What follows belongs to an exercise in optimizing a design on an open flow for small area, a short achievable clock period and few clock cycles per item; a production flow would make more cautious choices.
Where RTL was checked, it was by simulation tests only, not by an equivalence proof against the original.
No functional check of the RTL was part of runs 1, 2 and 4.

### config.mk
export PLATFORM = sky130hd
export DESIGN_NAME = uniform_range_random_unit
export DESIGN_NICKNAME = uniform_range_random_unit
export VERILOG_FILES = /design/flow/design.v
export SDC_FILE = /design/flow/constraint.sdc
export NUM_CORES = 4
export LEC_CHECK = 0
export CAP_MARGIN = 20
export CORE_MARGIN = 2
export CORE_UTILIZATION = 40
export SLEW_MARGIN = 20
### constraint.sdc
create_clock -name core_clock -period 11.0 [get_ports {clk}]
set_input_delay 2.2000 -clock core_clock [delete_from_list [all_inputs] [get_ports {clk}]]
set_output_delay 2.2000 -clock core_clock [all_outputs]
set_load 0.01 [all_outputs]
### design.v
`timescale 1ns / 1ps
package urr_pkg;
  localparam int STATE_W = 48;
  localparam int DATA_W  = 32;
  localparam int DRAW_W  = 31;
  localparam int DRAW_LSB = STATE_W - DRAW_W;
  localparam int MULT_W = 35;
  localparam logic [MULT_W-1:0]  LCG_MULT = 35'h5DEECE66D;
  localparam logic [STATE_W-1:0] LCG_INC  = 48'hB;
  localparam int DIG_W    = 4;                  
  localparam int DIGS     = 2;                  
  localparam int STEP_W   = DIG_W * DIGS;       
  localparam int STEPS    = STATE_W / STEP_W;   
  localparam int STEP_CNT_W = $clog2(STEPS);
  localparam int ACC_W    = MULT_W;             
  localparam int SHIFT_W  = $clog2(DATA_W);
endpackage
`timescale 1ns / 1ps
module uniform_range_random_unit (
  input  logic                          clk,
  input  logic                          rst,
  input  logic                          seed_write,
  input  logic [urr_pkg::STATE_W-1:0]   seed_data,
  input  logic                          in_valid,
  output logic                          in_stall,
  input  logic [urr_pkg::DATA_W-1:0]    range_low,
  input  logic [urr_pkg::DATA_W-1:0]    range_high,
  output logic                          out_valid,
  input  logic                          out_stall,
  output logic [urr_pkg::DATA_W-1:0]    value,
  output logic                          range_error
);
  typedef enum logic [2:0] {
    S_IDLE,    
    S_PREP,    
    S_CHECK,   
    S_DIV,     
    S_TDIV,    
    S_TCMP,    
    S_DONE     
  } state_t;
  state_t                              state;
  logic [urr_pkg::DATA_W-1:0]          lo;
  logic [urr_pkg::DATA_W-1:0]          m;       
  logic                                err;
  logic [urr_pkg::DATA_W-1:0]          r;       
  logic [urr_pkg::DATA_W-1:0]          nb;      
  logic [urr_pkg::SHIFT_W-1:0]         k;       
  logic                                tval;    
  logic [urr_pkg::STATE_W-1:0]         x;       
  logic [urr_pkg::ACC_W-1:0]           acc;
  logic [urr_pkg::STEP_CNT_W-1:0]      lcnt;
  logic                                xrdy;
  function automatic logic [urr_pkg::MULT_W+urr_pkg::DIG_W-1:0] mul_dig(
      input logic [urr_pkg::DIG_W-1:0] dg);
    mul_dig = (urr_pkg::MULT_W+urr_pkg::DIG_W)'(dg) *
              (urr_pkg::MULT_W+urr_pkg::DIG_W)'(urr_pkg::LCG_MULT);
  endfunction
  logic [urr_pkg::ACC_W+urr_pkg::STEP_W-1:0] lsum;
  always_comb begin
    lsum = (urr_pkg::ACC_W+urr_pkg::STEP_W)'(acc);
    for (int i = 0; i < urr_pkg::DIGS; i++) begin
      lsum = lsum + ((urr_pkg::ACC_W+urr_pkg::STEP_W)'(mul_dig(x[i*urr_pkg::DIG_W +: urr_pkg::DIG_W]))
                     << (i*urr_pkg::DIG_W));
    end
  end
  logic [urr_pkg::DRAW_W-1:0] d;
  assign d = x[urr_pkg::STATE_W-1:urr_pkg::DRAW_LSB];
  logic                       pow2;
  logic [urr_pkg::SHIFT_W-1:0] lz;
  logic                       ge;        
  logic [urr_pkg::DATA_W-1:0] bt;        
  always_comb begin
    pow2 = (((m >> 1) & ~m) == '0);
    lz   = '0;
    for (int i = 0; i < urr_pkg::DATA_W; i++) begin
      if (m[i]) lz = urr_pkg::SHIFT_W'(urr_pkg::DATA_W - 1 - i);
    end
    ge = ({1'b0, d} > m);
    bt = (~m) << lz;
  end
  logic                       cin;
  logic [urr_pkg::DATA_W:0]   sum;
  logic                       cout;
  assign cin  = (state == S_PREP);
  assign sum  = {1'b0, r} + {1'b0, nb} + (urr_pkg::DATA_W+1)'(cin);
  assign cout = sum[urr_pkg::DATA_W];
  assign in_stall = !((state == S_IDLE) || ((state == S_DONE) && !out_valid));
  always_ff @(posedge clk) begin
    if (!in_stall) begin
      lo <= range_low;
    end
    if (rst) begin
      state     <= S_IDLE;
      x         <= urr_pkg::LCG_INC;    
      xrdy      <= 1'b1;
      out_valid <= 1'b0;
    end else begin
      if (out_valid && !out_stall) begin
        out_valid <= 1'b0;
      end
      if (!xrdy) begin
        x    <= {lsum[urr_pkg::STEP_W-1:0], x[urr_pkg::STATE_W-1:urr_pkg::STEP_W]};
        acc  <= urr_pkg::ACC_W'(lsum >> urr_pkg::STEP_W);
        lcnt <= lcnt + 1'b1;
        if (lcnt == urr_pkg::STEP_CNT_W'(urr_pkg::STEPS-1)) xrdy <= 1'b1;
      end
      case (state)
        S_PREP: begin
          m     <= sum[urr_pkg::DATA_W-1:0];
          err   <= !cout;
          tval  <= 1'b0;
          state <= cout ? S_CHECK : S_DONE;
        end
        S_CHECK: begin
          if (xrdy) begin
            if (pow2) begin
              r     <= {1'b0, d} & m;
              nb    <= lo;
              state <= S_DONE;
            end else if (ge) begin
              r     <= {1'b0, d};
              nb    <= {1'b1, bt[urr_pkg::DATA_W-1:1]};
              k     <= lz - 1'b1;
              state <= S_DIV;
            end else if (tval) begin
              nb    <= ~{1'b0, d};
              state <= S_TCMP;
            end else begin
              r     <= ~m;
              nb    <= bt;
              k     <= lz;
              state <= S_TDIV;
            end
            if (pow2 || ge) begin
              xrdy <= 1'b0;
              acc  <= urr_pkg::ACC_W'(urr_pkg::LCG_INC);
              lcnt <= '0;
            end
          end
        end
        S_TDIV, S_DIV: begin
          if (cout) r <= sum[urr_pkg::DATA_W-1:0];
          nb <= {1'b1, nb[urr_pkg::DATA_W-1:1]};
          k  <= k - 1'b1;
          if (k == '0) begin
            if (state == S_TDIV) begin
              nb    <= ~{1'b0, d};
              tval  <= 1'b1;
              state <= S_TCMP;
            end else begin
              nb    <= lo;
              state <= S_DONE;
            end
          end
        end
        S_TCMP: begin
          if (!cout) begin
            r     <= {1'b0, d};
            nb    <= lo;
            state <= S_DONE;
          end else begin
            state <= S_CHECK;
          end
          xrdy <= 1'b0;
          acc  <= urr_pkg::ACC_W'(urr_pkg::LCG_INC);
          lcnt <= '0;
        end
        default: ;
      endcase
      if ((state == S_DONE) && !out_valid) begin
        value       <= err ? '0 : sum[urr_pkg::DATA_W-1:0];
        range_error <= err;
        out_valid   <= 1'b1;
        state       <= S_IDLE;
      end
      if (!in_stall) begin
        r  <= range_high;
        nb <= ~range_low;
        if (seed_write) begin
          x    <= seed_data;
          xrdy <= 1'b0;
          acc  <= urr_pkg::ACC_W'(urr_pkg::LCG_INC);
          lcnt <= '0;
        end
        if (in_valid) begin
          state <= S_PREP;
        end
      end
    end
  end
endmodule
### run.sh
#!/bin/bash
# synth_recipe.tcl (not shown) runs the flow's synth.tcl, then flattens the netlist and writes it again
# the make line also repeats each setting of config.mk as NAME=value (left out here)
make -C /OpenROAD-flow-scripts/flow DESIGN_CONFIG=/design/flow/config.mk WORK_HOME=/design/flow/orfs CLKGATE_MAP_FILE= SYNTH_SCRIPT=/design/flow/synth_recipe.tcl finish
==> flow_summary_export.csv, run 1 <==
group,metric,value,unit
clock_network,clk_path_buf_depth,3,
detailed_routing,drc,0,
final_layout,final_design_area_no_fill,0.02805,mm2
placement,placed_area,0.02685,mm2
logic_synthesis,ys_seq_area_share,29.30,%
worst_setup_path,rr_startpoint,"x[6]",
sta,post-route-min-period,8.147,ns
clock_network,cts_tree,"done",
logic_synthesis,avgSynthCellArea,8.773,um2
floorplan,die_y,252.7,um
hold_path,min_from,"x[13]",
final_layout,synthToLayoutAreaGrowth,13.40,%
clock_network,cts_buffers,35,
placement,gp_congestion,0.9974,
sta,tightest_slew,1.112,ns
detailed_routing,vias,23310,
worst_setup_path,crit_path_end_kind,"flop",
clock_network,htree_num_levels,2,
detailed_routing,routed_wirelength,102.6,mm
worst_setup_path,crit_required,11.29,ns
floorplan,initial_core_util,40.30,%
grt,grt_pass1_vias,23100,
placement,numPortBuffers,151,
detailed_routing,postRouteAntennaNets,0,
final_layout,final_nets,3291,
clock_network,clk_pin_slew,0.06,ns
flow_run,drv_cap,0,
sta,period_share,74.07,%
clock_network,postCtsSetupBuffers,0,
worst_setup_path,path_class,"flop to flop",
logic_synthesis,ys_ff_latch,259,
logic_synthesis,synth_top_cell_by_area,"edfxtp_1",
worst_setup_path,arrival,8.43,ns
grt,grt-ovfl-total,0,
sta,finalHoldViolations,0,
sta,slew_violations,0,
logic_synthesis,syn_inst,2819,
grt,track_usage,31.71,%
floorplan,core_area,0.06137,mm2
floorplan,io-pin-count,152,
clock_network,clkLatencyLatePin,0.59,ns
worst_setup_path,worstSetupStartpointType,"flop",
floorplan,rows,91,
final_layout,final_cell_mix,"nor2_1, inv_1, nand2_1, a21oi_1, ha_1",
sta,rsz0062_at_grt,"false",
floorplan,dieArea,0.06383,mm2
detailed_routing,drt-initial-drc-count,2296,
logic_synthesis,ys.flop_type,"edfxtp_1",
sta,finalClockSkew,0.04353,ns
detailed_routing,drt_first_pass_iters,5,
floorplan,die_w,252.7,um
logic_synthesis,synth-edff-count,206,
clock_network,cts.sinks,259,
sta,setup_viol,0,
detailed_routing,avgViaCountPerCell,6.315,
placement,hpwlAfterDp,77.52,mm
logic_synthesis,ys_warn_count,1,
logic_synthesis,ys_types,90,
clock_network,root_buffer,"clkbuf_16",
hold_path,hold_path_class,"flop to flop",
sta,max_freq,122.7,MHz
worst_setup_path,critPathMaxStageDelay,0.66,ns
grt,antenna_found_initial,3,
logic_synthesis,synth_top_cell_area_share,25.01,%
final_layout,antennaDiodeCount,0,
worst_setup_path,slowest_stage,"fa_1",
logic_synthesis,async_flop_share,0,%
outcome,status,"complete, no violations",
logic_synthesis,synth_nets,3235,
worst_setup_path,crit_start,"x[6]",
clock_network,cts.repair.resized,0,
sta,maxSlewHeadroom,25.72,%
grt,grt_max_degree,97,
logic_synthesis,syn-cell-area,0.02473,mm2
sta,setup_tns,0,ns
worst_setup_path,cp_max_fo,8,
logic_synthesis,synthTopCellsByArea,"edfxtp_1, ha_1, fa_1",
clock_network,hold_buffers,0,
final_layout,layout_commonest_cell,"nor2_1",
detailed_routing,wire_per_inst,27.78,um
final_layout,drive_gt1_share,6.067,%
grt,grt_pass1_wl,150.5,mm
[cells in the mapped netlist (all sizes together) (60+ instances only)]
| master | count |
|---|---|
| inv | 235 |
| nor3 | 63 |
| nor2 | 251 |
| nand2 | 219 |
| a21oi | 214 |
| fa | 89 |
| o21ai | 139 |
| a211oi | 84 |
| mux2i | 85 |
| ha | 210 |
| edfxtp | 206 |
| nand3 | 60 |
| clkbuf | 124 |
| o211ai | 69 |
[through the flow]
step | std cells | util [%] | setup slack [ns] | hold slack [ns]
after floorplan | 2819 | - | 3.681 | 0.5081
after global placement | 3627 | 43.75 | 3.061 | 0.5412
after detailed placement | 3627 | 43.75 | 2.938 | 0.5430
after CTS | 3690 | 45.67 | 2.906 | 0.5644
after global routing | 3691 | 45.70 | 2.254 | 0.5881
final | 3691 | 45.70 | 2.853 | 0.5632
[kinds of logic (layout without fill, tap and decap cells)]
| logic type | after synthesis | in the layout | share of synthesized area, % |
|---|---|---|---|
| adder cells (fa/ha/maj) | 299 | 299 | 17.83 |
| XOR/XNOR | 83 | 83 | 2.939 |
| buffers and inverters | 409 | 491 | 6.521 |
| flip-flops | 259 | 259 | 29.30 |
| AO/OA/AOI/OAI | 880 | 880 | 24.29 |
| AND/OR/NAND/NOR | 791 | 791 | 15.08 |
| multiplexers | 98 | 98 | 4.032 |
[layout make-up]
class	instances	area, um2
Fill cell	5931	33320
Multi-Input combinational cell	2151	15920
Sequential cell	259	7252
Timing Repair Buffer	193	1834
Tap cell	790	988.4
Clock buffer	44	960.9
Inverter	235	882.1
Clock inverter	19	212.7
[flip-flops by register name, summed over array words and instances, names as in the netlist]
signal and flops:
acc 35, err 1, k 5, lcnt 3, lo 32, m 32, nb 32, out_valid 1
r 32, range_error 1, state 3, tval 1, value 32, x 48, xrdy 1
[worst paths after layout]
check | slack (ns) | to | depth (start not counted)
max | 2.85 | acc[32] | 27
min | 0.56 | x[5] | 2
max reg2reg | 2.85 | acc[32] | 27
min reg2reg | 0.56 | x[5] | 2
[routing by layer]
layer / part of all wire (%) / GRT usage (%) / wire (um)
met5: 0.036 / 0 / 37
met4: 7.4 / 19.83 / 7545
met3: 7.4 / 5.314 / 7600
met2: 47 / 52.99 / 48200
met1: 38 / 37.99 / 39170
[worst max-delay path: cells and delay by family (launching register included)]
family	cells	cell delay (ns)
simple gates	2	0.48
fa+ha+maj	7	3.28
buf+inv	4	0.28
flops	1	0.52
compound gates	12	2.96
xor+xnor	2	0.36
==> run 2: changes to the inputs <==
--- a/design.v
+++ b/design.v
@@ -15,2 +15,4 @@
   localparam int ACC_W    = MULT_W;             
+  localparam int DIGP_W   = MULT_W + DIG_W;     
+  localparam int SUM_W    = ACC_W + STEP_W;     
   localparam int SHIFT_W  = $clog2(DATA_W);
@@ -53,15 +55,25 @@
   logic                                xrdy;
-  function automatic logic [urr_pkg::MULT_W+urr_pkg::DIG_W-1:0] mul_dig(
-      input logic [urr_pkg::DIG_W-1:0] dg);
-    mul_dig = (urr_pkg::MULT_W+urr_pkg::DIG_W)'(dg) *
-              (urr_pkg::MULT_W+urr_pkg::DIG_W)'(urr_pkg::LCG_MULT);
+  function automatic logic [urr_pkg::DIGP_W-1:0] mul_dig(input logic [urr_pkg::DIG_W-1:0] dg);
+    mul_dig = '0;
+    for (int i = 1; i < (1 << urr_pkg::DIG_W); i++) begin
+      mul_dig = mul_dig | ({urr_pkg::DIGP_W{dg == urr_pkg::DIG_W'(i)}} &
+                           (urr_pkg::DIGP_W'(urr_pkg::LCG_MULT) * urr_pkg::DIGP_W'(i)));
+    end
   endfunction
-  logic [urr_pkg::ACC_W+urr_pkg::STEP_W-1:0] lsum;
-  always_comb begin
-    lsum = (urr_pkg::ACC_W+urr_pkg::STEP_W)'(acc);
-    for (int i = 0; i < urr_pkg::DIGS; i++) begin
-      lsum = lsum + ((urr_pkg::ACC_W+urr_pkg::STEP_W)'(mul_dig(x[i*urr_pkg::DIG_W +: urr_pkg::DIG_W]))
-                     << (i*urr_pkg::DIG_W));
-    end
+  logic [urr_pkg::ACC_W-1:0]  acc_c;
+  logic                       lci;
+  logic [urr_pkg::SUM_W-1:0]  pp [urr_pkg::DIGS];          
+  logic [urr_pkg::SUM_W-1:0]  cs_s [urr_pkg::DIGS+1];       
+  logic [urr_pkg::SUM_W-1:0]  cs_c [urr_pkg::DIGS+1];
+  logic [urr_pkg::STEP_W:0]   lres;                         
+  assign cs_s[0] = urr_pkg::SUM_W'(acc);
+  assign cs_c[0] = urr_pkg::SUM_W'(acc_c);
+  for (genvar i = 0; i < urr_pkg::DIGS; i++) begin : g_csa
+    assign pp[i]     = urr_pkg::SUM_W'(mul_dig(x[i*urr_pkg::DIG_W +: urr_pkg::DIG_W])) << (i*urr_pkg::DIG_W);
+    assign cs_s[i+1] = cs_s[i] ^ cs_c[i] ^ pp[i];
+    assign cs_c[i+1] = ((cs_s[i] & cs_c[i]) | (cs_s[i] & pp[i]) | (cs_c[i] & pp[i])) << 1;
   end
+  assign lres = (urr_pkg::STEP_W+1)'(cs_s[urr_pkg::DIGS][urr_pkg::STEP_W-1:0]) +
+                (urr_pkg::STEP_W+1)'(cs_c[urr_pkg::DIGS][urr_pkg::STEP_W-1:0]) +
+                (urr_pkg::STEP_W+1)'(lci);
   logic [urr_pkg::DRAW_W-1:0] d;
@@ -102,4 +114,6 @@
       if (!xrdy) begin
-        x    <= {lsum[urr_pkg::STEP_W-1:0], x[urr_pkg::STATE_W-1:urr_pkg::STEP_W]};
-        acc  <= urr_pkg::ACC_W'(lsum >> urr_pkg::STEP_W);
+        x     <= {lres[urr_pkg::STEP_W-1:0], x[urr_pkg::STATE_W-1:urr_pkg::STEP_W]};
+        acc   <= urr_pkg::ACC_W'(cs_s[urr_pkg::DIGS] >> urr_pkg::STEP_W);
+        acc_c <= urr_pkg::ACC_W'(cs_c[urr_pkg::DIGS] >> urr_pkg::STEP_W);
+        lci   <= lres[urr_pkg::STEP_W];
         lcnt <= lcnt + 1'b1;
@@ -137,2 +151,4 @@
               acc  <= urr_pkg::ACC_W'(urr_pkg::LCG_INC);
+              acc_c <= '0;
+              lci  <= 1'b0;
               lcnt <= '0;
@@ -166,2 +182,4 @@
           acc  <= urr_pkg::ACC_W'(urr_pkg::LCG_INC);
+              acc_c <= '0;
+              lci  <= 1'b0;
           lcnt <= '0;
@@ -183,2 +201,4 @@
           acc  <= urr_pkg::ACC_W'(urr_pkg::LCG_INC);
+              acc_c <= '0;
+              lci  <= 1'b0;
           lcnt <= '0;
==> flow_summary_export.csv, run 2 <==
group,metric,value,unit
worst_setup_path,path_class,"flop to flop",
grt,grt-ovfl-total,0,
clock_network,cts_buffers,39,
logic_synthesis,synth-simple-area-share,15.45,%
placement,gp_congestion,1.044,
sta,max_freq,184.9,MHz
sta,layout_setup_ws,5.592,ns
logic_synthesis,yosys-top-cells-count,"nor2_1, edfxtp_1, nand2_1, a21oi_1, o21ai_0",
detailed_routing,drt-initial-drc-count,2667,
final_layout,largest_register,"x",
sta,setup_tns,0,ns
detailed_routing,wire_per_inst,27.45,um
logic_synthesis,synth_compound_area_share,23.12,%
final_layout,drive_gt1_share,7.564,%
floorplan,die_w,243.5,um
clock_network,hold_buffers,0,
floorplan,dieArea,0.05930,mm2
final_layout,final_design_area_no_fill,0.02629,mm2
clock_network,cts.repair.resized,0,
clock_network,clkLatencyLatePin,0.58,ns
placement,numPortBuffers,151,
sta,finalClockSkew,0.01977,ns
logic_synthesis,ys_types,101,
grt,grt_max_degree,96,
grt,grt_pass1_wl,138.6,mm
sta,rsz0062_at_grt,"false",
final_layout,layout_commonest_cell,"nor2_1",
logic_synthesis,syn_inst,2549,
final_layout,largest_reg_flops,48,
logic_synthesis,yosys.area_share.xor_xnor,1.603,%
logic_synthesis,ys_warn_count,4,
worst_setup_path,worstSetupStartpointType,"flop",
worst_setup_path,arrival,5.82,ns
logic_synthesis,async_flop_share,0,%
logic_synthesis,ys.flop_type,"edfxtp_1",
clock_network,cts.sinks,295,
detailed_routing,drt_first_pass_iters,6,
clock_network,root_buffer,"clkbuf_16",
worst_setup_path,cp_max_fo,55,
final_layout,final_cell_mix,"nor2_1, edfxtp_1, nand2_1, a21oi_1, clkdlybuf4s50_1",
sta,whs,0.5538,ns
sta,post-route-min-period,5.408,ns
final_layout,top_regs,"x x48, acc x35, acc_c x35",
floorplan,io-pin-count,152,
logic_synthesis,yosysMostFrequentCell,"nor2_1",
floorplan,die_y,243.5,um
worst_setup_path,r2r_cells,13,
logic_synthesis,syn-cell-area,0.02295,mm2
clock_network,clk_pin_slew,0.06,ns
logic_synthesis,synth-edff-count,242,
flow_run,drv_cap,0,
logic_synthesis,synth_top_cell_area_share,31.67,%
logic_synthesis,ys_seq_area_share,36.29,%
floorplan,core_area,0.05660,mm2
final_layout,num-fill-cells,5446,
logic_synthesis,avgSynthCellArea,9.002,um2
placement,hpwlAfterDp,69.17,mm
logic_synthesis,synthAdderAreaFrac,12.07,%
outcome,status,"complete, no violations",
worst_setup_path,crit_required,11.41,ns
logic_synthesis,synthTopCellsByArea,"edfxtp_1, ha_1, fa_1",
detailed_routing,postRouteAntennaNets,0,
sta,tightest_slew,1.075,ns
sta,setup_viol,0,
floorplan,initial_core_util,40.54,%
grt,track_usage,30.99,%
floorplan,rows,87,
detailed_routing,vias,21230,
final_layout,synthToLayoutAreaGrowth,14.56,%
grt,antenna_found_initial,6,
clock_network,cts_tree,"done",
placement,dp_worst_setup_slack,5.685,ns
clock_network,htree_num_levels,2,
hold_path,hold_path_class,"flop to flop",
clock_network,postCtsSetupBuffers,0,
sta,slew_violations,0,
detailed_routing,avgViaCountPerCell,6.260,
detailed_routing,drc,0,
logic_synthesis,synthMuxAreaShare,5.523,%
sta,maxSlewHeadroom,28.04,%
worst_setup_path,crit_path_end_kind,"flop",
clock_network,clk_path_buf_depth,3,
sta,period_share,49.16,%
logic_synthesis,ys_ff_latch,295,
detailed_routing,routed_wirelength,93.07,mm
grt,grt_pass1_vias,21030,
placement,placed_area,0.02506,mm2
sta,finalHoldViolations,0,
logic_synthesis,synth_top_cell_by_area,"edfxtp_1",
logic_synthesis,synth_top_family_by_area,"compound AO/OA/AOI/OAI gates",
logic_synthesis,synth_nets,2846,
final_layout,final_nets,2899,
hold_path,min_delay_path_depth,2,
run 2: changes by cell type after synthesis, sizes merged, moves of 28 or more:
cell	previous run	this run
a21o	59	19
a221oi	28	56
edfxtp	206	242
ha	210	111
inv	235	134
nor2	251	337
o21ai	139	178
run 2: cell families after synthesis:
logic type,count (synthesis)
fa+ha+maj,180
xor+xnor,42
mux,121
simple gates,787
compound gates,790
buf+inv,334
flops,295
run 2: cell type report:
type                    instances  area [um2]  area share [%]
well taps                     756       945.9           3.598
clock buffers                  52        1059           4.027
repair buffers                209        1946           7.401
flip-flops and latches        295        8332           31.69
diodes                          4       10.01         0.03808
clock inverters                18       157.7          0.5997
multi-input cells            1920       13320           50.68
inverters                     137       516.7           1.966
run 2: worst paths after layout:
check,startpoint,to,slack [ns]
max,m[10],nb[24],5.59
min,x[14],x[6],0.55
max reg2reg,m[10],nb[24],5.59
min reg2reg,x[14],x[6],0.55
run 2: per-layer routing:
metal | track usage (%) | vias to the layer above | part of all wire [%]
met5 | 0 | - | 0.028
met3 | 6.510 | 270 | 9.2
met4 | 16.30 | 4 | 5.7
li1 | - | 9499 | -
met1 | 39.59 | 10250 | 40
met2 | 49.39 | 1208 | 45
run 2: through the flow:
step,util [%],cells
2_1_floorplan,-,2549
3_3_place_gp,44.26,3317
3_5_place_dp,44.27,3317
4_1_cts,46.42,3387
5_1_grt,46.42,3387
6_report,46.44,3391
run 2: worst max-delay path, stage by stage, from the launching register on:
cell and delay, ns:
edfxtp_1 0.70, inv_1 0.29, ha_1 0.39, and4_1 0.20, a221o_1 0.35, a211o_1 0.33
a211o_1 0.46, nand2_2 0.55, buf_4 0.61, nand2_1 0.61, o31a_1 0.43, o21ai_0 0.08
a21oi_1 0.06, o21ai_1 0.16
==> run 3: changes to the inputs <==
--- a/design.v
+++ b/design.v
@@ -18,2 +18,3 @@
   localparam int SHIFT_W  = $clog2(DATA_W);
+  localparam int NARROW_W = 9;
 endpackage
@@ -34,3 +35,3 @@
 );
-  typedef enum logic [2:0] {
+  typedef enum logic [3:0] {
     S_IDLE,    
@@ -39,2 +40,3 @@
     S_DIV,     
+    S_NDIV,    
     S_TDIV,    
@@ -93,2 +95,22 @@
   end
+  localparam int NW2 = urr_pkg::NARROW_W + 2;
+  logic                           narrow;
+  logic [urr_pkg::NARROW_W+1:0]   m3;        
+  logic [urr_pkg::NARROW_W-1:0]   nrem [3];
+  assign narrow = (m[urr_pkg::DATA_W-1:urr_pkg::NARROW_W] == '0);
+  assign nrem[0] = nb[urr_pkg::NARROW_W-1:0];
+  for (genvar j = 0; j < 2; j++) begin : g_nstep
+    logic [urr_pkg::NARROW_W+1:0] t;
+    logic [urr_pkg::NARROW_W+2:0] d1, d2, d3;
+    assign t  = {nrem[j], r[urr_pkg::DATA_W-1-2*j -: 2]};
+    assign d1 = {1'b0, t} + {1'b0, ~m[NW2-1:0]};
+    assign d2 = {1'b0, t} + {1'b0, ~{m[urr_pkg::NARROW_W:0], 1'b1}};
+    assign d3 = {1'b0, t} + {1'b0, ~m3};
+    always_comb begin
+      if (d3[urr_pkg::NARROW_W+2])      nrem[j+1] = d3[urr_pkg::NARROW_W-1:0];
+      else if (d2[urr_pkg::NARROW_W+2]) nrem[j+1] = d2[urr_pkg::NARROW_W-1:0];
+      else if (d1[urr_pkg::NARROW_W+2]) nrem[j+1] = d1[urr_pkg::NARROW_W-1:0];
+      else                              nrem[j+1] = t[urr_pkg::NARROW_W-1:0];
+    end
+  end
   logic                       cin;
@@ -129,2 +151,3 @@
         S_CHECK: begin
+          m3 <= NW2'(m) + NW2'({m, 1'b0}) + NW2'(2);
           if (xrdy) begin
@@ -134,2 +157,7 @@
               state <= S_DONE;
+            end else if (ge && narrow) begin
+              r     <= {1'b0, d};
+              nb    <= '0;
+              k     <= urr_pkg::SHIFT_W'(urr_pkg::DATA_W/4 - 1);
+              state <= S_NDIV;
             end else if (ge) begin
@@ -172,2 +200,12 @@
         end
+        S_NDIV: begin
+          r  <= r << 4;
+          nb <= urr_pkg::DATA_W'(nrem[2]);
+          k  <= k - 1'b1;
+          if (k == '0) begin
+            r     <= urr_pkg::DATA_W'(nrem[2]);
+            nb    <= lo;
+            state <= S_DONE;
+          end
+        end
         S_TCMP: begin
==> flow_summary_export.csv, run 3 <==
group,metric,value,unit
sta,finalHoldViolations,0,
logic_synthesis,yosys-top-cells-count,"nor2_1, a21oi_1, edfxtp_1, nand2_1",
grt,antenna_found_initial,6,
final_layout,final_nets,3568,
final_layout,largest_reg_flops,48,
logic_synthesis,ys_ff_latch,307,
floorplan,core_area,0.06835,mm2
logic_synthesis,async_flop_share,0,%
placement,gp_congestion,1.070,
detailed_routing,wl_met3,13.11,mm
sta,maxSlewHeadroom,24.34,%
logic_synthesis,synth_top_cell_by_area,"edfxtp_1",
sta,slew_violations,0,
detailed_routing,postRouteAntennaNets,0,
clock_network,cts_buffers,39,
floorplan,dieArea,0.07102,mm2
sta,period_share,62.58,%
detailed_routing,wl_met2,50.32,mm
placement,numPortBuffers,151,
sta,whs,0.5595,ns
floorplan,io-pin-count,152,
logic_synthesis,avgSynthCellArea,8.755,um2
final_layout,antennaDiodeCount,0,
final_layout,largest_register,"x",
grt,grt_pass1_vias,25440,
worst_setup_path,arrival,7.20,ns
detailed_routing,routed_wirelength,117.6,mm
logic_synthesis,yosysMostFrequentCell,"nor2_1",
logic_synthesis,ys.flop_type,"edfxtp_1",
sta,post-route-min-period,6.884,ns
clock_network,clkLatencyLatePin,0.59,ns
detailed_routing,vias,26440,
final_layout,drive_gt1_share,7.256,%
detailed_routing,met1Wirelength,49.24,mm
floorplan,initial_core_util,40.32,%
sta,tightest_slew,1.135,ns
sta,setup_viol,0,
hold_path,hold_path_class,"flop to flop",
logic_synthesis,syn-cell-area,0.02756,mm2
grt,grt_pass1_wl,171.7,mm
sta,max_freq,145.3,MHz
worst_setup_path,crit_required,11.32,ns
clock_network,cts.repair.resized,0,
logic_synthesis,synth_nets,3536,
detailed_routing,highest_layer,"met5",
detailed_routing,avgViaCountPerCell,6.459,
clock_network,htree_num_levels,2,
worst_setup_path,path_class,"flop to flop",
grt,track_usage,32.55,%
sta,finalClockSkew,0.03552,ns
sta,setup_tns,0,ns
floorplan,rows,96,
placement,hpwlAfterDp,88.29,mm
clock_network,cts_tree,"done",
logic_synthesis,ys_types,102,
clock_network,clk_path_buf_depth,3,
final_layout,synthToLayoutAreaGrowth,13.12,%
clock_network,root_buffer,"clkbuf_16",
flow_run,drv_cap,0,
final_layout,final_cell_mix,"nor2_1, a21oi_1, edfxtp_1, nand2_1",
floorplan,die_w,266.5,um
detailed_routing,drc,0,
detailed_routing,wire_per_inst,28.74,um
logic_synthesis,synth_top_cell_area_share,27.57,%
clock_network,cts.sinks,307,
outcome,status,"complete, no violations",
sta,rsz0062_at_grt,"false",
logic_synthesis,synthTopCellsByArea,"edfxtp_1, ha_1, fa_1",
clock_network,hold_buffers,0,
detailed_routing,drt-initial-drc-count,3365,
worst_setup_path,cp_max_fo,13,
logic_synthesis,syn_inst,3148,
logic_synthesis,synth-edff-count,253,
final_layout,layout_commonest_cell,"nor2_1",
detailed_routing,drt_first_pass_iters,8,
grt,grt_max_degree,78,
logic_synthesis,ys_seq_area_share,31.49,%
clock_network,postCtsSetupBuffers,0,
floorplan,die_y,266.5,um
final_layout,top_regs,"x x48, acc x35, acc_c x35",
worst_setup_path,crit_path_end_kind,"flop",
grt,grt-ovfl-total,0,
logic_synthesis,ys_warn_count,5,
clock_network,clk_pin_slew,0.06,ns
worst_setup_path,worstSetupStartpointType,"flop",
run 3: changes by cell type in the layout (fill, tap and decap cells not counted), moves of 28 or more:
cell | before | now
a211oi_1 | 73 | 105
a21oi_1 | 197 | 266
ha_1 | 111 | 195
nor2_1 | 331 | 361
o21ai_0 | 149 | 195
xnor2_1 | 25 | 53
run 3: metrics by stage:
step	cell area, um2	utilization (%)	std cells	setup slack (ns)
2_1_floorplan	27560	-	3148	1.154
3_3_place_gp	29840	43.66	4020	4.398
3_5_place_dp	29840	43.66	4020	4.215
4_1_cts	31140	45.57	4092	4.168
5_1_grt	31180	45.62	4093	3.556
6_report	31180	45.62	4093	4.116
run 3: final timing paths:
| path | start | end | slack [ns] | cells past startpoint |
|---|---|---|---|---|
| min | x[15] | x[7] | 0.56 | 2 |
| max reg2reg | m[1] | r[0] | 4.12 | 20 |
| max | m[1] | r[0] | 4.12 | 20 |
| min reg2reg | x[15] | x[7] | 0.56 | 2 |
run 3: cells by family after synthesis:
logic type / count (synthesis) / share of synthesized area (%)
adder cells (fa/ha/maj): 271 / 14.37
buffers and inverters: 394 / 5.629
AND/OR/NAND/NOR: 918 / 15.24
multiplexers: 130 / 4.880
AO/OA/AOI/OAI: 1051 / 25.94
XOR/XNOR: 77 / 2.447
flip-flops: 307 / 31.49
run 3: per-layer routing:
metal / track usage, % / up-vias
li1: - / 11780
met4: 12.15 / 6
met2: 49.11 / 1582
met3: 7.879 / 227
met1: 45.01 / 12840
met5: 0 / -
run 3: area by class of cell:
cell class                      instances  area (um2)
Sequential cell                       307        8682
Clock inverter                         20       190.2
Inverter                              161       605.6
Fill cell                            6548       37170
Multi-Input combinational cell       2447       17420
Timing Repair Buffer                  224        2067
Clock buffer                           52        1111
Tap cell                              882        1104
run 3: worst max-delay path: stages, from the launching register on:
cell and delay [ns]:
edfxtp_1 0.70, inv_1 0.45, ha_1 0.43, a211oi_1 0.38, o21ai_0 0.22, a2111oi_0 0.55
nor2_1 0.20, nor2_1 0.16, o31ai_1 0.11, a21oi_1 0.52, ha_1 0.30, nand3_1 0.12
o2111ai_1 0.26, a31oi_1 0.16, o21ai_1 0.64, nor2b_1 0.46, mux2i_1 0.23, o21ai_0 0.13
a222oi_1 0.34, o211ai_1 0.15, o21a_1 0.14
Testbench counts of run 3, summed over its fixed seeds: cycles 34,078, items 3,200.
==> run 4: changes to the inputs <==
--- a/design.v
+++ b/design.v
@@ -39,2 +39,3 @@
     S_CHECK,   
+    S_NORM,    
     S_DIV,     
@@ -53,2 +54,5 @@
   logic                                tval;    
+  logic                                tmode;   
+  logic                                cin;     
+  logic                                lclr;    
   logic [urr_pkg::STATE_W-1:0]         x;       
@@ -85,3 +89,3 @@
   logic                       ge;        
-  logic [urr_pkg::DATA_W-1:0] bt;        
+  logic [urr_pkg::DATA_W-1:0] bk;        
   always_comb begin
@@ -93,3 +97,3 @@
     ge = ({1'b0, d} > m);
-    bt = (~m) << lz;
+    bk = (~m) << k;
   end
@@ -115,6 +119,4 @@
   end
-  logic                       cin;
   logic [urr_pkg::DATA_W:0]   sum;
   logic                       cout;
-  assign cin  = (state == S_PREP);
   assign sum  = {1'b0, r} + {1'b0, nb} + (urr_pkg::DATA_W+1)'(cin);
@@ -130,2 +132,4 @@
       xrdy      <= 1'b1;
+      lclr      <= 1'b1;
+      cin       <= 1'b0;
       out_valid <= 1'b0;
@@ -135,3 +139,9 @@
       end
-      if (!xrdy) begin
+      if (lclr) begin
+        acc   <= urr_pkg::ACC_W'(urr_pkg::LCG_INC);
+        acc_c <= '0;
+        lci   <= 1'b0;
+        lcnt  <= '0;
+        lclr  <= 1'b0;
+      end else if (!xrdy) begin
         x     <= {lres[urr_pkg::STEP_W-1:0], x[urr_pkg::STATE_W-1:urr_pkg::STEP_W]};
@@ -140,5 +150,12 @@
         lci   <= lres[urr_pkg::STEP_W];
-        lcnt <= lcnt + 1'b1;
-        if (lcnt == urr_pkg::STEP_CNT_W'(urr_pkg::STEPS-1)) xrdy <= 1'b1;
-      end
+        lcnt  <= lcnt + 1'b1;
+        if (lcnt == urr_pkg::STEP_CNT_W'(urr_pkg::STEPS-1)) begin
+          xrdy  <= 1'b1;
+          acc   <= urr_pkg::ACC_W'(urr_pkg::LCG_INC);
+          acc_c <= '0;
+          lci   <= 1'b0;
+          lcnt  <= '0;
+        end
+      end
+      cin <= 1'b0;
       case (state)
@@ -156,2 +173,3 @@
               nb    <= lo;
+              xrdy  <= 1'b0;
               state <= S_DONE;
@@ -161,2 +179,3 @@
               k     <= urr_pkg::SHIFT_W'(urr_pkg::DATA_W/4 - 1);
+              xrdy  <= 1'b0;
               state <= S_NDIV;
@@ -164,5 +183,6 @@
               r     <= {1'b0, d};
-              nb    <= {1'b1, bt[urr_pkg::DATA_W-1:1]};
               k     <= lz - 1'b1;
-              state <= S_DIV;
+              tmode <= 1'b0;
+              xrdy  <= 1'b0;
+              state <= S_NORM;
             end else if (tval) begin
@@ -172,14 +192,11 @@
               r     <= ~m;
-              nb    <= bt;
               k     <= lz;
-              state <= S_TDIV;
+              tmode <= 1'b1;
+              state <= S_NORM;
             end
-            if (pow2 || ge) begin
-              xrdy <= 1'b0;
-              acc  <= urr_pkg::ACC_W'(urr_pkg::LCG_INC);
-              acc_c <= '0;
-              lci  <= 1'b0;
-              lcnt <= '0;
-            end
-          end
+          end
+        end
+        S_NORM: begin
+          nb    <= bk;
+          state <= tmode ? S_TDIV : S_DIV;
         end
@@ -219,6 +236,2 @@
           xrdy <= 1'b0;
-          acc  <= urr_pkg::ACC_W'(urr_pkg::LCG_INC);
-              acc_c <= '0;
-              lci  <= 1'b0;
-          lcnt <= '0;
         end
@@ -238,8 +251,6 @@
           xrdy <= 1'b0;
-          acc  <= urr_pkg::ACC_W'(urr_pkg::LCG_INC);
-              acc_c <= '0;
-              lci  <= 1'b0;
-          lcnt <= '0;
+          lclr <= 1'b1;
         end
         if (in_valid) begin
+          cin   <= 1'b1;
           state <= S_PREP;
==> flow_summary_export.csv, run 4 <==
group,metric,value,unit
logic_synthesis,ys_types,94,
sta,slew_violations,0,
clock_network,root_buffer,"clkbuf_16",
worst_setup_path,crit_required,11.41,ns
floorplan,rows,92,
sta,finalClockSkew,0.03225,ns
detailed_routing,avgViaCountPerCell,6.287,
logic_synthesis,synthTopCellsByArea,"edfxtp_1, ha_1, fa_1",
logic_synthesis,synth_top_cell_by_area,"edfxtp_1",
clock_network,postCtsSetupBuffers,0,
grt,antenna_found_initial,0,
detailed_routing,drt-initial-drc-count,3122,
outcome,status,"complete, no violations",
logic_synthesis,ys_warn_count,5,
worst_setup_path,cp_max_fo,11,
sta,layout_setup_ws,4.229,ns
logic_synthesis,avgSynthCellArea,8.865,um2
final_layout,top_regs,"x x48, acc x35",
grt,grt_pass1_vias,23020,
logic_synthesis,synth-edff-count,251,
worst_setup_path,path_class,"flop to flop",
detailed_routing,postRouteAntennaNets,0,
final_layout,largest_register,"x",
clock_network,clkLatencyLatePin,0.58,ns
clock_network,hold_buffers,0,
grt,track_usage,31.02,%
detailed_routing,vias,24060,
sta,post-route-min-period,6.771,ns
clock_network,clk_path_buf_depth,3,
final_layout,final_nets,3337,
final_layout,largest_reg_flops,48,
sta,rsz0062_at_grt,"false",
final_layout,drive_gt1_share,6.582,%
worst_setup_path,crit_buf_inv,1,
logic_synthesis,yosysMostFrequentCell,"nor2_1",
logic_synthesis,ys_ff_latch,307,
logic_synthesis,syn-cell-area,0.02562,mm2
detailed_routing,drc,0,
logic_synthesis,synth_top_cell_area_share,29.42,%
sta,period_share,61.55,%
logic_synthesis,synth_nets,3278,
sta,setup_viol,0,
placement,numPortBuffers,151,
final_layout,synthToLayoutAreaGrowth,13.89,%
grt,grt-ovfl-total,0,
final_layout,num-fill-cells,6042,
clock_network,cts.sinks,307,
logic_synthesis,yosys-top-cells-count,"nor2_1, nand2_1, edfxtp_1, a21oi_1, o21ai_0",
clock_network,clk_pin_slew,0.06,ns
floorplan,dieArea,0.06609,mm2
sta,finalHoldViolations,0,
placement,dp_worst_setup_slack,4.382,ns
sta,whs,0.4823,ns
worst_setup_path,critPathMaxStageDelay,0.87,ns
clock_network,cts.repair.resized,0,
logic_synthesis,ys_seq_area_share,33.79,%
worst_setup_path,path_cells,"inv_1 > ha_1 > a211oi_1 > o21a_1 > o21ai_0 > nor2_1 > o21ai_0 > a31oi_1 > ha_1 > o21ai_1 > o21ai_1 > nand2_1 > o31ai_2 > nor2_1 > a22oi_1 > o22ai_1 > or4_1 > a31oi_1",
worst_setup_path,worstSetupStartpointType,"flop",
hold_path,hold_path_class,"flop to flop",
detailed_routing,routed_wirelength,104.7,mm
sta,max_freq,147.7,MHz
final_layout,fin_util,46.17,%
final_layout,multiInputGateArea,0.01571,mm2
worst_setup_path,slowest_stage,"o31ai_2",
detailed_routing,wire_per_inst,27.35,um
logic_synthesis,async_flop_share,0,%
logic_synthesis,ys.flop_type,"edfxtp_1",
final_layout,final_cell_mix,"nor2_1, nand2_1, edfxtp_1, o21ai_0, a21oi_1",
sta,maxSlewHeadroom,30.08,%
worst_setup_path,arrival,7.18,ns
clock_network,htree_num_levels,2,
placement,hpwlAfterDp,78.56,mm
detailed_routing,drt_first_pass_iters,8,
floorplan,die_w,257.1,um
grt,grt_pass1_wl,153.9,mm
floorplan,initial_core_util,40.54,%
sta,tightest_slew,1.046,ns
final_layout,regArea,0.008658,mm2
worst_setup_path,crit_path_end_kind,"flop",
floorplan,core_area,0.06320,mm2
clock_network,cts_tree,"done",
logic_synthesis,syn_inst,2890,
worst_setup_path,crit_family,"compound AO/OA/AOI/OAI gates",
floorplan,io-pin-count,152,
grt,grt_max_degree,98,
floorplan,die_y,257.1,um
clock_network,cts_buffers,38,
final_layout,layout_commonest_cell,"nor2_1",
sta,setup_tns,0,ns
flow_run,drv_cap,0,
placement,gp_congestion,0.9826,
-- run 4: changes by cell type after synthesis, sizes merged, moves of 25 or more --
cell,previous run,this run
nand2,233,274
clkbuf,178,139
and2,14,58
a221oi,74,49
o21ai,209,252
mux2i,116,39
nor2,370,304
a311oi,6,49
o211ai,55,29
a211oi,120,50
-- run 4: layout make-up --
cell class	instances	area share, %
Antenna cell	2	0.01715
Timing Repair Buffer	204	6.552
Sequential cell	307	29.67
Tap cell	846	3.627
Multi-Input combinational cell	2237	53.83
Clock inverter	17	0.4545
Inverter	161	2.071
Clock buffer	52	3.773
-- run 4: worst reg2reg max path, delay by kind of cell, from the launching register on --
family	cells	cell delay, ns
AOI/OAI and AO/OA	11	3.32
buffers and inverters	1	0.56
adders and majority gates	2	0.83
DFF	1	0.84
and+or+nand+nor	4	1.07
-- run 4: through the flow --
| step | area (um2) | instances |
|---|---|---|
| finish | 29180 | 3826 |
| floorplan | 25620 | 2890 |
| detailed placement | 27930 | 3754 |
| global route | 29180 | 3824 |
| global placement | 27930 | 3754 |
| CTS | 29160 | 3823 |
-- run 4: path summary, 6_finish.rpt --
check	endpoint	slack (ns)	start	cells past startpoint
setup / recovery	nb[8]	4.23	m[1]	18
hold / removal	x[9]	0.48	x[9]	2
setup reg to reg	nb[8]	4.23	m[1]	18
hold reg to reg	x[9]	0.48	x[9]	2
-- run 4: cells by family (layout without fill, tap and decap cells) --
kind of cell,after synthesis,count (layout),share of synthesized area (%)
buffers and inverters,346,434,5.269
multiplexers,67,67,3.414
flip-flops,307,307,33.79
adder cells (fa/ha/maj),271,271,15.37
XOR/XNOR,73,73,2.495
other,0,2,0
AO/OA/AOI/OAI,930,930,23.72
AND/OR/NAND/NOR,896,896,15.94
-- run 4: layer usage --
metal  vias up  wire length (um)  track usage [%]
met5         -                 0                0
met4         0              4005            10.90
met3       203              9472            5.033
met2      1313             46310            48.55
met1     11770             44870            43.33
li1      10770                 -                -
==> run 5: changes to the inputs <==
--- a/design.v
+++ b/design.v
@@ -19,2 +19,3 @@
   localparam int NARROW_W = 9;
+  localparam int NSTEPS   = 1;    
 endpackage
@@ -57,3 +58,6 @@
   logic                                lclr;    
+  state_t                              state_d;
   logic [urr_pkg::STATE_W-1:0]         x;       
+  logic [urr_pkg::STATE_W-1:0]         y;       
+  logic                                yrdy;
   logic [urr_pkg::ACC_W-1:0]           acc;
@@ -74,2 +78,4 @@
   logic [urr_pkg::STEP_W:0]   lres;                         
+  logic [urr_pkg::STEP_W-1:0] xdig;                         
+  assign xdig = x[lcnt*urr_pkg::STEP_W +: urr_pkg::STEP_W];
   assign cs_s[0] = urr_pkg::SUM_W'(acc);
@@ -77,3 +83,3 @@
   for (genvar i = 0; i < urr_pkg::DIGS; i++) begin : g_csa
-    assign pp[i]     = urr_pkg::SUM_W'(mul_dig(x[i*urr_pkg::DIG_W +: urr_pkg::DIG_W])) << (i*urr_pkg::DIG_W);
+    assign pp[i]     = urr_pkg::SUM_W'(mul_dig(xdig[i*urr_pkg::DIG_W +: urr_pkg::DIG_W])) << (i*urr_pkg::DIG_W);
     assign cs_s[i+1] = cs_s[i] ^ cs_c[i] ^ pp[i];
@@ -102,6 +108,6 @@
   logic [urr_pkg::NARROW_W+1:0]   m3;        
-  logic [urr_pkg::NARROW_W-1:0]   nrem [3];
+  logic [urr_pkg::NARROW_W-1:0]   nrem [urr_pkg::NSTEPS+1];
   assign narrow = (m[urr_pkg::DATA_W-1:urr_pkg::NARROW_W] == '0);
   assign nrem[0] = nb[urr_pkg::NARROW_W-1:0];
-  for (genvar j = 0; j < 2; j++) begin : g_nstep
+  for (genvar j = 0; j < urr_pkg::NSTEPS; j++) begin : g_nstep
     logic [urr_pkg::NARROW_W+1:0] t;
@@ -123,4 +129,35 @@
   assign cout = sum[urr_pkg::DATA_W];
-  assign in_stall = !((state == S_IDLE) || ((state == S_DONE) && !out_valid));
+  logic consume;
+  assign consume = ((state == S_CHECK) && xrdy && (pow2 || ge)) || (state == S_TCMP);
+  logic ov_d;
+  always_comb begin
+    state_d = state;
+    case (state)
+      S_PREP:  state_d = cout ? S_CHECK : S_DONE;
+      S_CHECK: begin
+        if (xrdy) begin
+          if (pow2)                 state_d = S_DONE;
+          else if (ge && narrow)    state_d = S_NDIV;
+          else if (ge || !tval)     state_d = S_NORM;
+          else                      state_d = S_TCMP;
+        end
+      end
+      S_NORM:  state_d = tmode ? S_TDIV : S_DIV;
+      S_TDIV:  if (k == '0) state_d = S_TCMP;
+      S_DIV:   if (k == '0) state_d = S_DONE;
+      S_NDIV:  if (k == '0) state_d = S_DONE;
+      S_TCMP:  state_d = cout ? S_CHECK : S_DONE;
+      S_DONE:  if (!out_valid) state_d = S_IDLE;
+      default: state_d = S_IDLE;
+    endcase
+    if (!in_stall && in_valid) state_d = S_PREP;
+    if (rst) state_d = S_IDLE;
+    ov_d = out_valid;
+    if (out_valid && !out_stall) ov_d = 1'b0;
+    if ((state == S_DONE) && !out_valid) ov_d = 1'b1;
+    if (rst) ov_d = 1'b0;
+  end
   always_ff @(posedge clk) begin
+    state    <= state_d;
+    in_stall <= !((state_d == S_IDLE) || ((state_d == S_DONE) && !ov_d));
     if (!in_stall) begin
@@ -129,5 +166,5 @@
     if (rst) begin
-      state     <= S_IDLE;
       x         <= urr_pkg::LCG_INC;    
       xrdy      <= 1'b1;
+      yrdy      <= 1'b0;
       lclr      <= 1'b1;
@@ -145,4 +182,4 @@
         lclr  <= 1'b0;
-      end else if (!xrdy) begin
-        x     <= {lres[urr_pkg::STEP_W-1:0], x[urr_pkg::STATE_W-1:urr_pkg::STEP_W]};
+      end else if (!yrdy) begin
+        y     <= {lres[urr_pkg::STEP_W-1:0], y[urr_pkg::STATE_W-1:urr_pkg::STEP_W]};
         acc   <= urr_pkg::ACC_W'(cs_s[urr_pkg::DIGS] >> urr_pkg::STEP_W);
@@ -152,3 +189,3 @@
         if (lcnt == urr_pkg::STEP_CNT_W'(urr_pkg::STEPS-1)) begin
-          xrdy  <= 1'b1;
+          yrdy  <= 1'b1;
           acc   <= urr_pkg::ACC_W'(urr_pkg::LCG_INC);
@@ -158,2 +195,9 @@
         end
+      end
+      if (yrdy && (!xrdy || consume)) begin
+        x    <= y;
+        xrdy <= 1'b1;
+        yrdy <= 1'b0;
+      end else if (consume) begin
+        xrdy <= 1'b0;
       end
@@ -165,3 +209,2 @@
           tval  <= 1'b0;
-          state <= cout ? S_CHECK : S_DONE;
         end
@@ -173,4 +216,2 @@
               nb    <= lo;
-              xrdy  <= 1'b0;
-              state <= S_DONE;
             end else if (ge && narrow) begin
@@ -178,5 +219,3 @@
               nb    <= '0;
-              k     <= urr_pkg::SHIFT_W'(urr_pkg::DATA_W/4 - 1);
-              xrdy  <= 1'b0;
-              state <= S_NDIV;
+              k     <= urr_pkg::SHIFT_W'(urr_pkg::DATA_W/(2*urr_pkg::NSTEPS) - 1);
             end else if (ge) begin
@@ -185,7 +224,4 @@
               tmode <= 1'b0;
-              xrdy  <= 1'b0;
-              state <= S_NORM;
             end else if (tval) begin
               nb    <= ~{1'b0, d};
-              state <= S_TCMP;
             end else begin
@@ -194,3 +230,2 @@
               tmode <= 1'b1;
-              state <= S_NORM;
             end
@@ -200,3 +235,2 @@
           nb    <= bk;
-          state <= tmode ? S_TDIV : S_DIV;
         end
@@ -210,6 +244,4 @@
               tval  <= 1'b1;
-              state <= S_TCMP;
             end else begin
               nb    <= lo;
-              state <= S_DONE;
             end
@@ -218,9 +250,8 @@
         S_NDIV: begin
-          r  <= r << 4;
-          nb <= urr_pkg::DATA_W'(nrem[2]);
+          r  <= r << (2*urr_pkg::NSTEPS);
+          nb <= urr_pkg::DATA_W'(nrem[urr_pkg::NSTEPS]);
           k  <= k - 1'b1;
           if (k == '0) begin
-            r     <= urr_pkg::DATA_W'(nrem[2]);
+            r     <= urr_pkg::DATA_W'(nrem[urr_pkg::NSTEPS]);
             nb    <= lo;
-            state <= S_DONE;
           end
@@ -231,7 +262,4 @@
             nb    <= lo;
-            state <= S_DONE;
           end else begin
-            state <= S_CHECK;
-          end
-          xrdy <= 1'b0;
+          end
         end
@@ -243,3 +271,2 @@
         out_valid   <= 1'b1;
-        state       <= S_IDLE;
       end
@@ -251,2 +278,3 @@
           xrdy <= 1'b0;
+          yrdy <= 1'b0;
           lclr <= 1'b1;
@@ -255,3 +283,2 @@
           cin   <= 1'b1;
-          state <= S_PREP;
         end
--- a/config.mk
+++ b/config.mk
@@ -9,3 +9,4 @@
 export CORE_MARGIN = 2
-export CORE_UTILIZATION = 40
+export CORE_UTILIZATION = 55
+export PLACE_DENSITY = 0.75
 export SLEW_MARGIN = 20
==> flow_summary_export.csv, run 5 <==
group,metric,value,unit
logic_synthesis,synthMuxAreaShare,6.977,%
logic_synthesis,syn_inst,2649,
logic_synthesis,yosys.area_share.xor_xnor,2.146,%
worst_setup_path,r2r_cells,13,
final_layout,final_nets,3096,
final_layout,top_regs,"x x48, y x48, acc x35",
sta,post-route-min-period,5.289,ns
clock_network,postCtsSetupBuffers,0,
worst_setup_path,rrSetupSlack,5.71,ns
floorplan,core_area,0.04636,mm2
grt,grt_pass1_wl,137.8,mm
floorplan,io-pin-count,152,
clock_network,clk_pin_slew,0.07,ns
clock_network,cts.repair.resized,0,
logic_synthesis,yosys-top-cells-count,"edfxtp_1, a21oi_1, nor2_1, o21ai_0, nand2_1",
detailed_routing,vias,22800,
worst_setup_path,cp_max_fo,19,
worst_setup_path,path_class,"flop to flop",
logic_synthesis,ys.flop_type,"edfxtp_1",
floorplan,rows,79,
placement,gp_congestion,1.059,
outcome,status,"complete, no violations",
logic_synthesis,synth_compound_area_share,21.10,%
sta,setup_tns,0,ns
logic_synthesis,synth_top_family_by_area,"compound AO/OA/AOI/OAI gates",
clock_network,root_buffer,"clkbuf_16",
sta,slew_violations,0,
hold_path,hold_path_class,"flop to flop",
hold_path,min_to,"y[21]",
logic_synthesis,yosysMostFrequentCell,"edfxtp_1",
clock_network,clk_path_buf_depth,3,
grt,grt_pass1_vias,21930,
worst_setup_path,r2r-end,"lci",
worst_setup_path,rr_startpoint,"lcnt[0]",
logic_synthesis,ys_ff_latch,357,
floorplan,initial_core_util,55.47,%
logic_synthesis,synth_top_cell_area_share,34.91,%
sta,maxSlewHeadroom,18.22,%
logic_synthesis,synthAdderAreaFrac,13.53,%
sta,finalClockSkew,0.02895,ns
grt,antenna_found_initial,7,
floorplan,die_y,220.2,um
final_layout,synthToLayoutAreaGrowth,14.18,%
final_layout,num-fill-cells,3884,
sta,layout_setup_ws,5.711,ns
final_layout,fin_cells,3385,
placement,dpl.cell_count,3306,
logic_synthesis,synthTopCellsByArea,"edfxtp_1, ha_1, fa_1",
detailed_routing,drt-initial-drc-count,3216,
clock_network,hold_buffers,0,
worst_setup_path,worstSetupStartpointType,"flop",
logic_synthesis,ys_warn_count,5,
worst_setup_path,crit_path_end_kind,"flop",
detailed_routing,avgViaCountPerCell,6.736,
detailed_routing,routed_wirelength,93.99,mm
final_layout,drive_gt1_share,7.421,%
sta,finalHoldViolations,0,
logic_synthesis,syn-cell-area,0.02572,mm2
clock_network,htree_num_levels,2,
detailed_routing,drc,0,
floorplan,die_w,220.2,um
logic_synthesis,synth-simple-area-share,12.18,%
detailed_routing,wire_per_inst,27.77,um
floorplan,dieArea,0.04850,mm2
sta,setup_viol,0,
logic_synthesis,async_flop_share,0,%
logic_synthesis,synth_nets,3002,
logic_synthesis,synth-edff-count,299,
sta,rsz0062_at_grt,"false",
clock_network,cts.sinks,357,
placement,numPortBuffers,151,
clock_network,cts_buffers,41,
grt,grt_max_degree,94,
logic_synthesis,ys_seq_area_share,39.43,%
clock_network,cts_tree,"done",
hold_path,min_from,"y[29]",
sta,max_freq,189.1,MHz
placement,hpwlAfterDp,69.72,mm
clock_network,clkLatencyLatePin,0.60,ns
flow_run,drv_cap,0,
final_layout,final_cell_mix,"edfxtp_1, a21oi_1, nor2_1, o21ai_0, nand2_1",
detailed_routing,postRouteAntennaNets,0,
worst_setup_path,arrival,5.59,ns
grt,grt-ovfl-total,0,
logic_synthesis,avgSynthCellArea,9.708,um2
logic_synthesis,ys_types,73,
final_layout,layout_commonest_cell,"edfxtp_1",
detailed_routing,drt_first_pass_iters,8,
worst_setup_path,crit_required,11.30,ns
sta,tightest_slew,1.222,ns
sta,period_share,48.08,%
grt,track_usage,38.60,%
logic_synthesis,synth_top_cell_by_area,"edfxtp_1",
hold_path,min_delay_path_depth,0,
placement,dp_worst_setup_slack,5.803,ns
[run 5: changes by cell type in the layout (fill, tap and decap cells not counted), moves of 24 or more]
cell	change
mux2i_1	+66
nand2_1	-89
o21ai_0	-39
nand3_1	-24
ha_1	-32
edfxtp_1	+48
nor2_1	-60
a21oi_1	+26
a311oi_1	-40
[run 5: critical path, cell delays in order (launching register included)]
cell      delay (ns)
edfxtp_1        1.02
mux4_2          0.37
a21o_1          0.45
inv_1           0.35
o21ai_0         0.26
nand2_1         0.12
a221oi_1        0.55
fa_1            0.55
fa_1            0.45
ha_1            0.34
a21oi_1         0.21
nor2b_1         0.08
o21ai_0         0.15
a21oi_1         0.08
[run 5: worst max-delay path by stage]
| stage | end | startpoint |
|---|---|---|
| after floorplan | acc[0] | rst |
| after global placement | lci | lcnt[0] |
| after detailed placement | lci | lcnt[0] |
| after CTS | lci | lcnt[0] |
| after global routing | lci | lcnt[0] |
| final | lci | lcnt[0] |
[run 5: cell families after synthesis]
family / after synthesis
buf+inv: 310
compound gates: 856
flops: 357
mux: 146
xor+xnor: 63
fa+ha+maj: 236
simple gates: 681
[run 5: metrics by stage]
stage	hold WS [ns]	area (um2)	util [%]
2_1_floorplan	0.4261	25720	-
3_5_place_dp	0.4371	27900	60.19
5_1_grt	0.4644	29360	63.33
4_1_cts	0.4457	29330	63.26
3_3_place_gp	0.4369	27900	60.18
6_report	0.4444	29360	63.34
[run 5: cell type report]
type | instances | area (um2) | area share (%)
diodes | 2 | 5.005 | 0.01704
clock buffers | 47 | 1049 | 3.571
clock inverters | 29 | 376.6 | 1.283
inverters | 145 | 545.5 | 1.858
multi-input cells | 1982 | 14470 | 49.29
flip-flops and latches | 357 | 10140 | 34.54
well taps | 607 | 759.5 | 2.586
repair buffers | 216 | 2014 | 6.860
[run 5: routing by layer]
layer  wire length (um)  track usage (%)
met3              10270            9.031
met2              42120            60.07
met5                 89                0
met4               5392            20.58
met1              36130            50.15
Testbench counts of run 5, summed over its fixed seeds: cycles 40,439, items 3,200.
==> run 6: changes to the inputs <==
--- a/config.mk
+++ b/config.mk
@@ -9,4 +9,3 @@
 export CORE_MARGIN = 2
-export CORE_UTILIZATION = 55
-export PLACE_DENSITY = 0.75
+export CORE_UTILIZATION = 40
 export SLEW_MARGIN = 20
==> flow_summary_export.csv, run 6 <==
group,metric,value,unit
logic_synthesis,synth-edff-count,299,
detailed_routing,drt-initial-drc-count,2749,
logic_synthesis,ys_warn_count,5,
final_layout,final_nets,3087,
final_layout,top_regs,"x x48, y x48, acc x35",
worst_setup_path,crit_required,11.29,ns
grt,grt_max_degree,94,
logic_synthesis,syn_inst,2649,
final_layout,regArea,0.01014,mm2
worst_setup_path,slowest_stage,"a21oi_1",
clock_network,cts.repair.resized,0,
logic_synthesis,synthTopCellsByArea,"edfxtp_1, ha_1, fa_1",
sta,slew_violations,0,
logic_synthesis,ys.flop_type,"edfxtp_1",
hold_path,hold_path_class,"flop to flop",
sta,whs,0.4496,ns
clock_network,cts_tree,"done",
worst_setup_path,critPathMaxStageDelay,0.76,ns
grt,grt-ovfl-total,0,
final_layout,fin_cells,3614,
final_layout,antennaDiodeCount,0,
clock_network,cts_buffers,43,
sta,tightest_slew,1.091,ns
detailed_routing,drc,0,
clock_network,clk_pin_slew,0.06,ns
floorplan,rows,92,
detailed_routing,avgViaCountPerCell,6.210,
floorplan,dieArea,0.06634,mm2
clock_network,postCtsSetupBuffers,0,
flow_run,drv_cap,0,
logic_synthesis,syn-cell-area,0.02572,mm2
worst_setup_path,critical_path.most_common_cell,"a21oi_1",
worst_setup_path,crit_family,"compound AO/OA/AOI/OAI gates",
worst_setup_path,worstSetupStartpointType,"flop",
grt,track_usage,29.04,%
worst_setup_path,path_cells,"inv_1 > nand2_1 > nor2_1 > a21oi_1 > nand2_1 > nor2_1 > a21oi_1 > nand2_1 > o31a_1 > fa_1 > fa_1 > ha_1 > inv_1 > o21bai_1 > a21oi_1 > nor2b_1 > o21ai_0 > a21oi_1",
placement,gp_congestion,1.015,
clock_network,clk_path_buf_depth,3,
floorplan,die_w,257.6,um
detailed_routing,postRouteAntennaNets,0,
outcome,status,"complete, no violations",
sta,finalClockSkew,0.02587,ns
final_layout,fin_util,46.77,%
worst_setup_path,path_class,"flop to flop",
logic_synthesis,synth_top_cell_by_area,"edfxtp_1",
clock_network,clkLatencyLatePin,0.58,ns
placement,dpl.cell_count,3535,
logic_synthesis,ys_types,73,
sta,max_freq,188.1,MHz
sta,setup_tns,0,ns
sta,finalHoldViolations,0,
logic_synthesis,async_flop_share,0,%
grt,grt_pass1_wl,144.4,mm
final_layout,drive_gt1_share,7.370,%
grt,antenna_found_initial,1,
detailed_routing,vias,22440,
worst_setup_path,crit_buf_inv,2,
logic_synthesis,yosysMostFrequentCell,"edfxtp_1",
logic_synthesis,avgSynthCellArea,9.708,um2
final_layout,num-fill-cells,5995,
clock_network,hold_buffers,0,
floorplan,io-pin-count,152,
detailed_routing,wire_per_inst,26.98,um
detailed_routing,drt_first_pass_iters,6,
placement,hpwlAfterDp,74.39,mm
clock_network,htree_num_levels,2,
sta,post-route-min-period,5.316,ns
logic_synthesis,ys_ff_latch,357,
sta,maxSlewHeadroom,25.41,%
sta,rsz0062_at_grt,"false",
placement,numPortBuffers,151,
worst_setup_path,crit_path_end_kind,"flop",
logic_synthesis,synth_nets,3002,
final_layout,final_cell_mix,"edfxtp_1, a21oi_1, nor2_1, o21ai_0, nand2_1",
sta,setup_viol,0,
final_layout,synthToLayoutAreaGrowth,15.15,%
logic_synthesis,ys_seq_area_share,39.43,%
grt,grt_pass1_vias,21700,
floorplan,initial_core_util,40.62,%
final_layout,multiInputGateArea,0.01447,mm2
sta,period_share,48.32,%
floorplan,core_area,0.06331,mm2
clock_network,root_buffer,"clkbuf_16",
worst_setup_path,cp_max_fo,13,
logic_synthesis,yosys-top-cells-count,"edfxtp_1, a21oi_1, nor2_1, o21ai_0, nand2_1",
worst_setup_path,arrival,5.60,ns
final_layout,layout_commonest_cell,"edfxtp_1",
detailed_routing,routed_wirelength,97.52,mm
clock_network,cts.sinks,357,
floorplan,die_y,257.6,um
logic_synthesis,synth_top_cell_area_share,34.91,%
run 6: cell types whose count changed in the layout (fill, tap and decap cells not counted), moves of 3 or more:
cell	before	now
clkinv_2	6	13
clkinv_1	12	5
clkbuf_16	41	48
bufinv_16	7	4
buf_4	64	54
run 6: worst paths after layout:
path	cells after the start	start	endpoint	slack (ns)
setup / recovery	18	lcnt[1]	lci	5.68
hold / removal	0	y[17]	y[9]	0.45
setup reg to reg	18	lcnt[1]	lci	5.68
hold reg to reg	0	y[17]	y[9]	0.45
run 6: metrics by stage:
step,setup slack [ns],area (um2)
floorplan,4.231,25720
global placement,5.910,28130
detailed placement,5.805,28130
CTS,5.768,29610
global route,5.440,29610
finish,5.684,29610
run 6: layer usage:
layer / vias up / GRT usage (%) / share of wire, %
li1: 10010 / - / -
met4: 0 / 9.682 / 3.4
met3: 163 / 4.221 / 8.6
met5: - / 0 / 0
met1: 11020 / 42.41 / 44
met2: 1246 / 44.15 / 44
run 6: cell type report:
| class | count | area share, % |
|---|---|---|
| Inverter | 145 | 1.842 |
| Timing Repair Buffer | 205 | 6.456 |
| Multi-Input combinational cell | 1982 | 48.88 |
| Sequential cell | 357 | 34.25 |
| Tap cell | 846 | 3.575 |
| Clock buffer | 54 | 4.166 |
| Clock inverter | 25 | 0.8366 |
run 6: cells by family (layout without fill, tap and decap cells):
| kind of cell | after synthesis | after routing | share of synthesized area [%] |
|---|---|---|---|
| xor+xnor | 63 | 63 | 2.146 |
| buf+inv | 310 | 429 | 4.651 |
| flops | 357 | 357 | 39.43 |
| compound gates | 856 | 856 | 21.10 |
| mux | 146 | 146 | 6.977 |
| fa+ha+maj | 236 | 236 | 13.53 |
| simple gates | 681 | 681 | 12.18 |

==> port drivers added, routing unchanged <==
The flow's constraints put no driver on any port. The routed layouts listed below were extracted and timed again, unchanged, in two steps. Step 1 assumes that a clkbuf_16 drives the clock port and a buf_2 every other input. Step 2 adds t to the input delays and takes it off the output delays; t is the mean of the earliest and latest rising clock arrival at the registers after step 1. Input paths then give back, and output paths get back, about the clock's delay inside the block. Slacks: no drivers / after step 1 / after step 2; pairs: no drivers / after step 1.
run	t (ns)	setup WS [ns]	pins driven straight from the clock port
run 1	0.624	2.853 / 2.853 / 2.853	1
run 2	0.625	5.592 / 5.592 / 5.592	1
run 3	0.642	4.116 / 4.116 / 4.116	1
run 4	0.621	4.229 / 4.229 / 4.229	1
run 5	0.645	5.711 / 5.711 / 5.711	1
run 6	0.629	5.684 / 5.684 / 5.684	1
After both steps setup and hold are still met in every run listed.
